This is an optimization exercise on Yosys and OpenROAD, whose aim is small area, a short achievable clock period and few clock cycles, not a production implementation.
At most, simulation tests tie the RTL to the original design; equivalence was not proved.
Power figures rest on the tool's default switching activity, not on a simulated workload.

Design mcu_test_sequencer, start of the top module:
module mcu_test_sequencer #(
  parameter int unsigned DEPTH     = 64,
  parameter int unsigned ADDR_W    = $clog2(DEPTH),
  parameter int unsigned DATA_W    = 16,
  parameter bit          SIGN_EXT  = 1'b1,
  parameter int unsigned ROM_LAT   = 1,
  parameter logic [31:0] FINISH_PC = 32'h64,
  parameter int unsigned TIMEOUT   = 20'hFFFFF,
  parameter int unsigned CNT_W     = 20
) (
  input  logic              clk_sys,
  input  logic              rst_sync,
  input  logic              start,
  output logic [ADDR_W-1:0] rom_addr,
  input  logic [DATA_W-1:0] rom_rdata,
  output logic [ADDR_W-1:0] ram_addr,
  output logic              ram_we,
  output logic [DATA_W-1:0] ram_wdata,
  output logic              cpu_rst,
  input  logic [31:0]       cpu_pc,
  input  logic [31:0]       cpu_mem_addr,
  input  logic              cpu_mem_we,
  input  logic [31:0]       cpu_mem_wdata,
  output logic [31:0]       cpu_mem_rdata,
  output logic              busy,
  output logic              done,
  ...
Size: ~200 I/O pins.
==> flow/config.mk <==
export PLATFORM = sky130hd
export DESIGN_NAME = mcu_test_sequencer
export DESIGN_NICKNAME = mcu_test_sequencer
export VERILOG_FILES = /design/flow/design.v
export SDC_FILE = /design/flow/constraint.sdc
export NUM_CORES = 4
export LEC_CHECK = 0
export CAP_MARGIN = 20
export CORE_MARGIN = 2
export CORE_UTILIZATION = 50
export CTS_CLUSTER_DIAMETER = 100
export CTS_CLUSTER_SIZE = 24
export SETUP_SLACK_MARGIN = 2.5
export SLEW_MARGIN = 20
export SYNTH_HIERARCHICAL = 1
==> flow/constraint.sdc <==
create_clock -name core_clock -period 6.5 [get_ports {clk_sys}]
set_input_delay 1.3000 -clock core_clock [delete_from_list [all_inputs] [get_ports {clk_sys}]]
set_output_delay 1.3000 -clock core_clock [all_outputs]
set_load 0.01 [all_outputs]
standard.sh (not shown) runs the stock make flow with config.mk's settings and CLKGATE_MAP_FILE= SYNTH_SCRIPT=/design/flow/synth_recipe.tcl, a recipe that flattens the netlist after the stock synthesis.
==> flow/flow/run.sh <==
#!/bin/bash
# Standard layout, with the ports buffered by plain buffers (buf_1) instead of
# the default delay buffers.
set -euo pipefail
bash standard.sh "BUFFER_PORTS_ARGS=-buffer_cell sky130_fd_sc_hd__buf_1" finish > standard_flow.log 2>&1
Testbench counts at the start, summed over its fixed seeds: cycles 14,809.
==> next run, changes <==
--- a/flow/config.mk
+++ b/flow/config.mk
@@ -11,5 +11,5 @@
 export CTS_CLUSTER_DIAMETER = 100
 export CTS_CLUSTER_SIZE = 24
-export SETUP_SLACK_MARGIN = 2.5
+export SETUP_SLACK_MARGIN = 1.8
 export SLEW_MARGIN = 20
 export SYNTH_HIERARCHICAL = 1
Result:
- design area barely changes
- wire length increases by a few percent
- hold slack degrades by 0.0035 ns
- worst setup slack is better by 0.015 ns
- core utilization climbs by 0.17 points
- first-iteration DRC count increases by a little under a tenth
- clock-buffer cell count rose by 39
- clock power came out higher by a few percent
- power came out higher slightly
==> next run, changes <==
--- a/flow/config.mk
+++ b/flow/config.mk
@@ -8,8 +8,9 @@
 export CAP_MARGIN = 20
 export CORE_MARGIN = 2
-export CORE_UTILIZATION = 50
+export CORE_UTILIZATION = 45
 export CTS_CLUSTER_DIAMETER = 100
 export CTS_CLUSTER_SIZE = 24
-export SETUP_SLACK_MARGIN = 1.8
+export PLACE_DENSITY = 0.6
+export SETUP_SLACK_MARGIN = 2.0
 export SLEW_MARGIN = 20
 export SYNTH_HIERARCHICAL = 1
Outcome: Routed wire length hardly moves; sequential cell count stays the same; non-clock buffer count grows by 3; cell count rose by 4.2%; utilization fell by 5.6 points; critical path depth went up by 1; total power grows by 0.36%.

========
== before ==
The RTL this note starts from:
==> flow/design.v <==
module mcu_test_sequencer #(
  parameter int unsigned DEPTH     = 64,
  parameter int unsigned ADDR_W    = $clog2(DEPTH),
  parameter int unsigned DATA_W    = 16,
  parameter bit          SIGN_EXT  = 1'b1,
  parameter int unsigned ROM_LAT   = 1,
  parameter logic [31:0] FINISH_PC = 32'h64,
  parameter int unsigned TIMEOUT   = 20'hFFFFF,
  parameter int unsigned CNT_W     = 20
) (
  input  logic              clk_sys,
  input  logic              rst_sync,
  input  logic              start,
  output logic [ADDR_W-1:0] rom_addr,
  input  logic [DATA_W-1:0] rom_rdata,
  output logic [ADDR_W-1:0] ram_addr,
  output logic              ram_we,
  output logic [DATA_W-1:0] ram_wdata,
  output logic              cpu_rst,
  input  logic [31:0]       cpu_pc,
  input  logic [31:0]       cpu_mem_addr,
  input  logic              cpu_mem_we,
  input  logic [31:0]       cpu_mem_wdata,
  output logic [31:0]       cpu_mem_rdata,
  output logic              busy,
  output logic              done,
  output logic              timeout_err,
  output logic [CNT_W-1:0]  cycle_cnt
);
  localparam logic [ADDR_W-1:0] IDX_LAST = ADDR_W'(DEPTH - 1);
  localparam logic [CNT_W-1:0]  RUN_LAST = CNT_W'(TIMEOUT - 1);
  localparam logic [31:0]       EXT_MASK =
    (DATA_W >= 32) ? 32'h0 : ~((32'h1 << DATA_W) - 32'h1);
  logic st_start_q, st_load_q, st_run_q, st_wb_q, st_done_q, st_err_q;
  logic st_start_d, st_load_d, st_run_d, st_wb_d, st_done_d, st_err_d;
  logic [ADDR_W-1:0] idx_q, idx_d;
  logic [CNT_W-1:0]  cnt_q, cnt_d;
  logic [7:0]        ilo_q, rhi_q, lhi_q;
  logic [31:0]       mem_q [DEPTH];
  logic [31:0]       ext_rdata;
  logic [31:0]       wdata;
  logic              cpu_in_range;
  logic              unused_byte_lane;
  logic              finish, tmo, go, idx_last, run_we;
  logic [7:2]        a, a_n;
  localparam int unsigned RD_SLICES = 4;
  localparam int unsigned RD_BITS   = 32 / RD_SLICES;
  logic [7:0]        sel_lo [RD_SLICES];
  logic [7:0]        sel_hi [RD_SLICES];
  logic [7:0]        wr_lo, wr_hi;
  logic [DEPTH-1:0]  wsel;
  logic [31:0]       rdata;
  assign ext_rdata = (SIGN_EXT && rom_rdata[DATA_W-1]) ? (32'(rom_rdata) | EXT_MASK)
                                                       : 32'(rom_rdata);
  assign a                = cpu_mem_addr[7:2];
  assign a_n              = ~cpu_mem_addr[7:2];
  assign unused_byte_lane = ^cpu_mem_addr[1:0];
  mcu_test_sequencer_zero24 u_range (.x(cpu_mem_addr[31:8]), .zero(cpu_in_range));
  assign finish   = (cpu_pc == FINISH_PC);
  assign tmo      = (cnt_q == RUN_LAST);
  assign go       = (st_done_q | st_err_q) & start;
  assign idx_last = (idx_q == IDX_LAST);
  assign run_we   = st_run_q & cpu_mem_we;
  always_comb begin
    st_start_d = 1'b0;
    st_load_d  = go | st_start_q | (st_load_q & ~idx_last);
    st_run_d   = (st_load_q & idx_last) | (st_run_q & ~finish & ~tmo);
    st_wb_d    = (st_run_q & finish) | (st_wb_q & ~idx_last);
    st_done_d  = (st_wb_q & idx_last) | (st_done_q & ~start);
    st_err_d   = (st_run_q & ~finish & tmo) | (st_err_q & ~start);
  end
  always_comb begin
    idx_d = idx_q;
    if (st_start_q | go | ((st_load_q | st_wb_q) & ~idx_last) | (st_run_q & finish))
      idx_d = st_start_q ? '0 : idx_q + 1'b1;
  end
  always_comb begin
    cnt_d = cnt_q;
    if (st_load_q)     cnt_d = '0;
    else if (st_run_q) cnt_d = cnt_q + 1'b1;
  end
  for (genvar j = 0; j < 8; j++) begin : g_sel
    logic x0, x1, x2, y0, y1, y2;
    assign x0 = j[0] ? a[2] : a_n[2];
    assign x1 = j[1] ? a[3] : a_n[3];
    assign x2 = j[2] ? a[4] : a_n[4];
    assign y0 = j[0] ? a[5] : a_n[5];
    assign y1 = j[1] ? a[6] : a_n[6];
    assign y2 = j[2] ? a[7] : a_n[7];
    for (genvar s = 0; s < RD_SLICES; s++) begin : g_slice
      mcu_test_sequencer_sel3 u_rlo (.en(st_run_q), .x0(x0), .x1(x1), .x2(x2),
                                     .alt(ilo_q[j]), .sel(sel_lo[s][j]));
      mcu_test_sequencer_sel4 u_rhi (.en(st_run_q), .ok(cpu_in_range), .x0(y0), .x1(y1), .x2(y2),
                                     .alt(rhi_q[j]), .sel(sel_hi[s][j]));
    end
    mcu_test_sequencer_sel3 u_wlo (.en(st_run_q), .x0(x0), .x1(x1), .x2(x2),
                                   .alt(ilo_q[j]), .sel(wr_lo[j]));
    mcu_test_sequencer_sel4 u_whi (.en(run_we), .ok(cpu_in_range), .x0(y0), .x1(y1), .x2(y2),
                                   .alt(lhi_q[j]), .sel(wr_hi[j]));
  end
  always_comb begin
    for (int i = 0; i < DEPTH; i++) wsel[i] = wr_lo[i % 8] & wr_hi[i / 8];
  end
  assign wdata = st_load_q ? ext_rdata : cpu_mem_wdata;
  for (genvar b = 0; b < 32; b++) begin : g_rd
    logic [7:0] grp_bit;
    for (genvar g = 0; g < 8; g++) begin : g_grp
      logic [7:0] word_bit;
      for (genvar j = 0; j < 8; j++) begin : g_w
        assign word_bit[j] = mem_q[8*g+j][b];
      end
      mcu_test_sequencer_ao8 u_lo (.sel(sel_lo[b / RD_BITS]), .d(word_bit), .y(grp_bit[g]));
    end
    mcu_test_sequencer_ao8 u_hi (.sel(sel_hi[b / RD_BITS]), .d(grp_bit), .y(rdata[b]));
  end
  always_ff @(posedge clk_sys or posedge rst_sync) begin
    if (rst_sync) begin
      st_start_q <= 1'b1;
      st_load_q  <= 1'b0;
      st_run_q   <= 1'b0;
      st_wb_q    <= 1'b0;
      st_done_q  <= 1'b0;
      st_err_q   <= 1'b0;
      ilo_q      <= '0;
      rhi_q      <= '0;
      lhi_q      <= '0;
    end else begin
      st_start_q <= st_start_d;
      st_load_q  <= st_load_d;
      st_run_q   <= st_run_d;
      st_wb_q    <= st_wb_d;
      st_done_q  <= st_done_d;
      st_err_q   <= st_err_d;
      for (int j = 0; j < 8; j++) begin
        ilo_q[j] <= ~st_run_d & (idx_d[2:0] == 3'(j));
        rhi_q[j] <= st_wb_d   & (idx_d[5:3] == 3'(j));
        lhi_q[j] <= st_load_d & (idx_d[5:3] == 3'(j));
      end
    end
  end
  always_ff @(posedge clk_sys) begin
    idx_q <= idx_d;
    cnt_q <= cnt_d;
  end
  always_ff @(posedge clk_sys) begin
    for (int i = 0; i < DEPTH; i++)
      if (wsel[i]) mem_q[i] <= wdata;
  end
  assign rom_addr      = st_start_q ? '0 : idx_q + 1'b1;
  assign ram_addr      = idx_q;
  assign ram_wdata     = rdata[DATA_W-1:0];
  assign cpu_mem_rdata = rdata;
  assign ram_we        = st_wb_q;
  assign cpu_rst       = ~st_run_q;
  assign busy          = st_load_q | st_run_q | st_wb_q;
  assign done          = st_done_q;
  assign timeout_err   = st_err_q;
  assign cycle_cnt     = cnt_q;
endmodule
module mcu_test_sequencer_ao8 (
  input  logic [7:0] sel,
  input  logic [7:0] d,
  output logic       y
);
  assign y = |(sel & d);
endmodule
module mcu_test_sequencer_sel3 (
  input  logic en,
  input  logic x0,
  input  logic x1,
  input  logic x2,
  input  logic alt,
  output logic sel
);
  assign sel = (en & x0 & x1 & x2) | alt;
endmodule
module mcu_test_sequencer_sel4 (
  input  logic en,
  input  logic ok,
  input  logic x0,
  input  logic x1,
  input  logic x2,
  input  logic alt,
  output logic sel
);
  assign sel = (en & ok & x0 & x1 & x2) | alt;
endmodule
module mcu_test_sequencer_zero24 (
  input  logic [23:0] x,
  output logic        zero
);
  assign zero = ~|x;
endmodule
==> flow/config.mk <==
export PLATFORM = sky130hd
export DESIGN_NAME = mcu_test_sequencer
export DESIGN_NICKNAME = mcu_test_sequencer
export VERILOG_FILES = /design/flow/design.v
export SDC_FILE = /design/flow/constraint.sdc
export NUM_CORES = 4
export LEC_CHECK = 0
export CAP_MARGIN = 20
export CORE_MARGIN = 2
export CORE_UTILIZATION = 50
export CTS_CLUSTER_DIAMETER = 100
export CTS_CLUSTER_SIZE = 24
export SETUP_SLACK_MARGIN = 2.0
export SLEW_MARGIN = 20
export SYNTH_HIERARCHICAL = 1
==> flow/constraint.sdc <==
create_clock -name core_clock -period 6.5 [get_ports {clk_sys}]
set_input_delay 1.3000 -clock core_clock [delete_from_list [all_inputs] [get_ports {clk_sys}]]
set_output_delay 1.3000 -clock core_clock [all_outputs]
set_load 0.01 [all_outputs]
==> flow/flow/run.sh <==
#!/bin/bash
# Standard layout, with the ports buffered by plain buffers (buf_4) instead of
# the default delay buffers, and timing repair free to change a cell's footprint.
set -euo pipefail
bash standard.sh "BUFFER_PORTS_ARGS=-buffer_cell sky130_fd_sc_hd__buf_4" MATCH_CELL_FOOTPRINT=0 finish > standard_flow.log 2>&1
### before -> after
==> flow/flow/run.sh <==
#!/bin/bash
# Standard layout, with the ports buffered by plain buffers (buf_4) instead of
# the default delay buffers.
set -euo pipefail
bash standard.sh "BUFFER_PORTS_ARGS=-buffer_cell sky130_fd_sc_hd__buf_4" finish > standard_flow.log 2>&1
Notes after the runs:
Launch point of the worst path: cpu_mem_addr[4] -> before, cpu_mem_addr[6] -> after. after against before: final cell count decreased by 23 relative to the old numbers, overall power consumption comparable, met1 routing resource usage after global routing roughly the same. Run comparison: before cell with the largest stage delay on the worst path a41o_4; after cell with the largest stage delay on the worst path clkinvlp_4.
No run of this note included a check of the RTL's function; only the layout flow was run.

========
mcu_test_sequencer, a different RTL version from the one above (not shown whole).
For scale: ~2,100 flip-flops, about 75,000 µm² of cells after synthesis.
==> flow/config.mk <==
export PLATFORM = sky130hd
export DESIGN_NAME = mcu_test_sequencer
export DESIGN_NICKNAME = mcu_test_sequencer
export VERILOG_FILES = /design/flow/design.v
export SDC_FILE = /design/flow/constraint.sdc
export NUM_CORES = 4
export LEC_CHECK = 0
export CAP_MARGIN = 20
export CORE_MARGIN = 2
export CORE_UTILIZATION = 58
export CTS_CLUSTER_DIAMETER = 100
export CTS_CLUSTER_SIZE = 24
export PLACE_DENSITY = 0.66
export SETUP_SLACK_MARGIN = 2.0
export SLEW_MARGIN = 20
export SYNTH_HIERARCHICAL = 1
==> flow/constraint.sdc <==
create_clock -name core_clock -period 6.5 [get_ports {clk_sys}]
set_input_delay 1.3000 -clock core_clock [delete_from_list [all_inputs] [get_ports {clk_sys}]]
set_output_delay 1.3000 -clock core_clock [all_outputs]
set_load 0.01 [all_outputs]
==> flow/flow/run.sh <==
#!/bin/bash
# Standard layout, with the ports buffered by plain buffers (buf_4) instead of
# the default delay buffers.
set -euo pipefail
bash standard.sh "BUFFER_PORTS_ARGS=-buffer_cell sky130_fd_sc_hd__buf_4" finish > standard_flow.log 2>&1
The baseline ran to the end with no violations.
Testbench counts at the start, summed over its fixed seeds: cycles 14,809.
Rerun with:
--- a/flow/config.mk
+++ b/flow/config.mk
@@ -10 +10 @@
-export CORE_UTILIZATION = 58
+export CORE_UTILIZATION = 50
@@ -12,2 +12 @@
-export CTS_CLUSTER_SIZE = 24
-export PLACE_DENSITY = 0.66
+export CTS_CLUSTER_SIZE = 30
Effect: Total power drops by 3.0%; synthesized cell count is unchanged; die area climbs by 16%.
Rerun with:
==> flow/run.sh (new file) <==
#!/bin/bash
# synth_recipe.tcl (not shown) runs the flow's synth.tcl, then flattens the netlist and writes it again
# the make line also repeats each setting of config.mk as NAME=value (left out here)
make -C /OpenROAD-flow-scripts/flow DESIGN_CONFIG=/design/flow/config.mk WORK_HOME=/design/flow/orfs CLKGATE_MAP_FILE= SYNTH_SCRIPT=/design/flow/synth_recipe.tcl finish
--- a/flow/config.mk
+++ b/flow/config.mk
@@ -11,2 +10,0 @@
-export CTS_CLUSTER_DIAMETER = 100
-export CTS_CLUSTER_SIZE = 30
removed: flow/flow/run.sh
removed: flow/standard.sh
Effect: Setup slack improves by 0.13 ns. Clock-buffer cell count went up by 153. Design area went up by 10%. Combinational power went up by 27%. Sequential share of layout area went down by 6.5 points. Sequential cell count does not change. First-iteration DRC count went up by 11%. Die area stays the same. Utilization went up by 5.8 points. Via count went up by 6.5%.

========
## amber
mcu_test_sequencer again, from the RTL that the note above started with.
export LEC_CHECK = 0
export CAP_MARGIN = 20
export CORE_MARGIN = 2
export CORE_UTILIZATION = 65
export CTS_CLUSTER_DIAMETER = 100
export CTS_CLUSTER_SIZE = 24
export PLACE_DENSITY = 0.75
export SETUP_SLACK_MARGIN = 2.0
export SLEW_MARGIN = 20
export SYNTH_HIERARCHICAL = 1
create_clock -name core_clock -period 6.5 [get_ports {clk_sys}]
==> flow/flow/run.sh <==
#!/bin/bash
# Standard layout, with the ports buffered by plain buffers (buf_4) instead of
# the default delay buffers.
set -euo pipefail
bash standard.sh "BUFFER_PORTS_ARGS=-buffer_cell sky130_fd_sc_hd__buf_4" finish > standard_flow.log 2>&1
Testbench counts of amber, summed over its fixed seeds: cycles 14,809.
Relative to amber, the following input files were edited for violet:
- changing SETUP_SLACK_MARGIN from 2.0 to 3.0
- changing CTS_CLUSTER_SIZE from 24 to 30
- removing PLACE_DENSITY (formerly 0.75)
- changing CORE_UTILIZATION from 65 to 50
==> flow/run.sh (new file) <==
#!/bin/bash
# synth_recipe.tcl (not shown) runs the flow's synth.tcl, then flattens the netlist and writes it again
# the make line also repeats each setting of config.mk as NAME=value (left out here)
make -C /OpenROAD-flow-scripts/flow DESIGN_CONFIG=/design/flow/config.mk WORK_HOME=/design/flow/orfs CLKGATE_MAP_FILE= SYNTH_SCRIPT=/design/flow/synth_recipe.tcl finish
removed: flow/flow/run.sh
removed: flow/standard.sh
==> comparison <==
On violet: tightest slew margin relative to the limit is 6.7 points higher than what amber gave. For clock power, dividing the value from violet by the value from amber gives 0.948. From amber to violet the numbers moved as follows: non-clock buffer contribution to total cell area went up by 3.3 points, worst hold slack went up by 0.038 ns.
Input-level comparison between pepper and violet:
- SETUP_SLACK_MARGIN: 3.0 -> 2.0
- CTS_CLUSTER_SIZE: 30 -> 24
==> flow/flow/run.sh (new file) <==
#!/bin/bash
# Standard layout, with the ports buffered by plain buffers (buf_4) instead of
# the default delay buffers.
set -euo pipefail
bash standard.sh "BUFFER_PORTS_ARGS=-buffer_cell sky130_fd_sc_hd__buf_4" finish > standard_flow.log 2>&1
==> flow/standard.sh (new file) <==
#!/bin/bash
# synth_recipe.tcl (not shown) runs the flow's synth.tcl, then flattens the netlist and writes it again
# the make line also repeats each setting of config.mk as NAME=value (left out here)
make -C /OpenROAD-flow-scripts/flow DESIGN_CONFIG=/design/flow/config.mk WORK_HOME=/design/flow/orfs CLKGATE_MAP_FILE= SYNTH_SCRIPT=/design/flow/synth_recipe.tcl "${@:-finish}"
removed: flow/run.sh
--- outcome ---
Comparing proportion of layout cells with a drive suffix above 1 for pepper and violet, the smaller number came from pepper. In the flow results for pepper and violet, the maximum VDD drop is larger on pepper. violet ended up with cpu_mem_rdata[26] as its timing endpoint of the critical path; pepper ended up with ram_wdata[3]. Relative to violet, post-route minimum period has increased by 0.065 ns in pepper.
The following lists how zinc was set up differently from pepper:
- CTS_CLUSTER_SIZE now 30, was 24
==> flow/run.sh (new file) <==
#!/bin/bash
# synth_recipe.tcl (not shown) runs the flow's synth.tcl, then flattens the netlist and writes it again
# the make line also repeats each setting of config.mk as NAME=value (left out here)
make -C /OpenROAD-flow-scripts/flow DESIGN_CONFIG=/design/flow/config.mk WORK_HOME=/design/flow/orfs CLKGATE_MAP_FILE= SYNTH_SCRIPT=/design/flow/synth_recipe.tcl finish
removed: flow/flow/run.sh
removed: flow/standard.sh
--- outcome ---
Sort pepper and zinc by measured slew at the worst slew-check pin asc -> top: pepper. Relative to pepper, the cell area measured on zinc has increased by a few percent. Going from pepper to zinc, ratio of cells with drive above 1 in the final layout went up by 4.9 points; clock tree cell share of total cell area went down by 0.50 points; number of global-route vias before repair went up by 1,387.
Setup changes, zinc to tundra
- a change of SETUP_SLACK_MARGIN from 2.0 to 1.5
- a change of CTS_CLUSTER_SIZE from 30 to 24
==> flow/flow/run.sh (new file) <==
#!/bin/bash
# Standard layout, with the ports buffered by plain buffers (buf_4) instead of
# the default delay buffers.
set -euo pipefail
bash standard.sh "BUFFER_PORTS_ARGS=-buffer_cell sky130_fd_sc_hd__buf_4" finish > standard_flow.log 2>&1
==> flow/standard.sh (new file) <==
#!/bin/bash
# synth_recipe.tcl (not shown) runs the flow's synth.tcl, then flattens the netlist and writes it again
# the make line also repeats each setting of config.mk as NAME=value (left out here)
make -C /OpenROAD-flow-scripts/flow DESIGN_CONFIG=/design/flow/config.mk WORK_HOME=/design/flow/orfs CLKGATE_MAP_FILE= SYNTH_SCRIPT=/design/flow/synth_recipe.tcl "${@:-finish}"
removed: flow/run.sh
==> comparison <==
- Post-detailed-routing wire length went down by a few percent going from zinc to tundra.
- Routability congestion estimate is higher on tundra
- Compared to zinc, tundra has post-route clock period utilization 1.3 points higher.
- When tundra is set beside zinc, its clock network fraction of design power turns out to be 1.4 points larger.
- Compared to zinc, tundra has number of non-clock buffers 106 lower.
- On proportion of cell area occupied by registers, the lower figure sits with zinc, not tundra.
- Summary of tundra over zinc: internal portion of total power now larger, final non-filler cell area shrank by 3.6%, count of vias placed by the detailed router down 2.6%.

## what the ideal ports hide
Ports are ideal in the flow. The routed layouts listed here were re-timed in OpenROAD. Step 1 sets driving cells, clkbuf_16 on the clock port and buf_2 on the other inputs (assumed; they add their load-dependent delay and slew). Step 2 adds t to the input delays and takes it off the output delays; t is the mean of the earliest and latest rising clock arrival at the registers after step 1. Input paths then give back, and output paths get back, about the clock's delay inside the block. Slacks: ideal ports / drivers / drivers and shift; pairs: ideal ports / drivers.
run | t, ns | setup slack, ns | worst setup path at the end | worst data-port slew with drivers (ns) | cell pins on the clock port's net
the first run of note 1 | 0.835 | 1.685 / 1.451 / 1.451 | input to output | 0.35 | 1
the second run of note 1 | 0.822 | 1.700 / 1.457 / 1.457 | input to output | 0.32 | 1
the third run of note 1 | 0.843 | 1.694 / 1.442 / 1.442 | input to output | 0.29 | 1
before | 0.825 | 1.594 / 1.235 / 1.235 | input to output | 0.42 | 1
after | 0.827 | 1.595 / 1.323 / 1.323 | input to output | 0.33 | 1
the first run of note 3 | 0.828 | 1.391 / 1.302 / 1.302 | input to output | 0.12 | 1
the second run of note 3 | 0.810 | 1.308 / 1.265 / 1.265 | input to output | 0.14 | 1
the third run of note 3 | 0.926 | 1.434 / 1.349 / 1.349 | input to output | 0.12 | 1
amber | 0.801 | 1.393 / 1.259 / 1.259 | input to output | 0.20 | 1
violet | 0.820 | 1.428 / 1.349 / 1.349 | input to output | 0.13 | 1
pepper | 0.819 | 1.363 / 1.296 / 1.296 | input to output | 0.14 | 1
zinc | 0.836 | 1.455 / 1.373 / 1.373 | input to output | 0.12 | 1
tundra | 0.834 | 1.371 / 1.240 / 1.240 | input to output | 0.21 | 1
After both steps setup and hold are still met in every run listed. The setup slack of before, which loses most, moves by -0.359 ns with the drivers and by -0.359 ns with both steps.
